From an optimization exercise on the open Yosys and OpenROAD flow, aimed at small area; shortcuts taken in it are not production practice. Only simulation tests tie the RTL to the original design; equivalence was not proved. Power and IR drop assume default switching activity.

// mips_pipe_top
module mips_pipe_top (
   input  logic        clk,
   input  logic        rst_b,
   output logic [29:0] inst_addr,
   input  logic [31:0] inst,
   output logic [29:0] mem_addr,
   output logic [31:0] store_data,
   input  logic [31:0] load_data,
   output logic [3:0]  mem_write_en
);
For scale: roughly 3000 cells after synthesis, ~160 I/O pins, ~49000 sq um of cells after synthesis.
==> module rd_sel, before the edit <==
module rd_sel (
   input  logic [31:0] sel,
   input  logic [31:0] d,
   output logic        q
);
   logic [10:0] n;
   for (genvar g = 0; g < 11; g++) begin : g_grp
      if (g < 10) begin : g_full
         aoi222 u (.a(sel[3*g]), .b(d[3*g]), .c(sel[3*g+1]), .d(d[3*g+1]),
            .e(sel[3*g+2]), .f(d[3*g+2]), .y(n[g]));
      end else begin : g_last
         assign n[g] = ~((sel[30] & d[30]) | (sel[31] & d[31]));
      end
   end
   assign q = ~&n;
endmodule
Settings: LEC_CHECK=0, CAP_MARGIN=20, CORE_MARGIN=2, CORE_UTILIZATION=50, CTS_BUF_LIST=sky130_fd_sc_hd__clkbuf_8, CTS_CLUSTER_DIAMETER=60, CTS_CLUSTER_SIZE=18, PLACE_DENSITY=0.8, SETUP_SLACK_MARGIN=0.15, SLEW_MARGIN=20, SYNTH_HIERARCHICAL=1; clock period 6.5 ns.
standard.sh (not shown) runs the stock make flow with config.mk's settings and CLKGATE_MAP_FILE= SYNTH_SCRIPT=/design/flow/synth_recipe.tcl, a recipe that flattens the netlist after the stock synthesis.
==> flow/flow/run.sh <==
#!/bin/bash
# The standard layout (standard.sh, its synthesis unchanged) with two
# changes: the port buffers use the smallest buffer cell, and the clock
# tree is built without dummy loads.  The make output goes to
# standard_flow.log here; each ORFS step keeps its own log under orfs/logs.
set -euo pipefail
bash standard.sh \
   "BUFFER_PORTS_ARGS=-buffer_cell sky130_fd_sc_hd__buf_1" \
   "CTS_ARGS=-sink_clustering_enable -repair_clock_nets -sink_clustering_size 18 -sink_clustering_max_diameter 60 -dont_use_dummy_load -buf_list sky130_fd_sc_hd__clkbuf_8" \
   finish > standard_flow.log 2>&1
Then changed:
--- a/flow/design.v
+++ b/flow/design.v
@@ -44,14 +44,43 @@
    output logic        q
 );
-   logic [10:0] n;
-   for (genvar g = 0; g < 11; g++) begin : g_grp
-      if (g < 10) begin : g_full
-         aoi222 u (.a(sel[3*g]), .b(d[3*g]), .c(sel[3*g+1]), .d(d[3*g+1]),
-            .e(sel[3*g+2]), .f(d[3*g+2]), .y(n[g]));
-      end else begin : g_last
-         assign n[g] = ~((sel[30] & d[30]) | (sel[31] & d[31]));
-      end
+   logic [9:0] n;
+   for (genvar g = 0; g < 10; g++) begin : g_grp
+      aoi222 u (.a(sel[3*g]), .b(d[3*g]), .c(sel[3*g+1]), .d(d[3*g+1]),
+         .e(sel[3*g+2]), .f(d[3*g+2]), .y(n[g]));
    end
-   assign q = ~&n;
+   logic x0, x1, x2;
+   nand4m u_x0 (.a(n[0]), .b(n[1]), .c(n[2]), .d(n[3]), .y(x0));
+   nand4m u_x1 (.a(n[4]), .b(n[5]), .c(n[6]), .d(n[7]), .y(x1));
+   rd_tail u_x2 (.n8(n[8]), .n9(n[9]), .s30(sel[30]), .d30(d[30]), .s31(sel[31]),
+      .d31(d[31]), .y(x2));
+   or3m u_q (.a(x0), .b(x1), .c(x2), .y(q));
+endmodule
+module nand4m (
+   input  logic a,
+   input  logic b,
+   input  logic c,
+   input  logic d,
+   output logic y
+);
+   assign y = ~(a & b & c & d);
+endmodule
+module rd_tail (
+   input  logic n8,
+   input  logic n9,
+   input  logic s30,
+   input  logic d30,
+   input  logic s31,
+   input  logic d31,
+   output logic y
+);
+   assign y = ~(n8 & n9 & ~((s30 & d30) | (s31 & d31)));
+endmodule
+module or3m (
+   input  logic a,
+   input  logic b,
+   input  logic c,
+   output logic y
+);
+   assign y = a | b | c;
 endmodule
 module aoi222 (
Result:
- The changed run produced a clean layout
- clock skew came out higher by 0.0061 ns
- synthesized cell count stays the same
- final cell count is about the same
- cell area came out lower by 0.35%
- global-route usage came out lower by 1.1 points
- die area came out lower by 0.64%
- routed wire length came out lower by 3.4%
- utilization came out higher by 0.53 points
- first-iteration DRC count came out lower by 4.3%
- worst setup slack gets better by 0.053 ns
- total power came out lower by 0.31%
- via count came out lower by 1.7%
- clock power hardly moves
- synthesized area came out lower by 0.65%

-- afterwards: timing with drivers on the ports --
Ports are ideal in the flow. The routed layouts listed here were re-timed in OpenROAD. Step 1: set_driving_cell puts a clkbuf_16 on clk and a buf_2 on each other input, an assumption about the parent block. Step 2 also shifts input and output timing later by t, the mid clock arrival at the registers, as if the neighbouring blocks saw the same clock. a / b / c = no drivers / after step 1 / after step 2; a / b = the first two.
run	t (ns)	slack for setup (ns)	worst setup path after step 2	latest minus earliest clock arrival (ns)	cell pins on the clock port's net
the first run	0.804	0.254 / 0.254 / 0.254	register to register	0.121 / 0.121	1
the second run	0.802	0.307 / 0.307 / 0.307	register to register	0.127 / 0.127	1
After both steps every run listed still meets setup and hold.
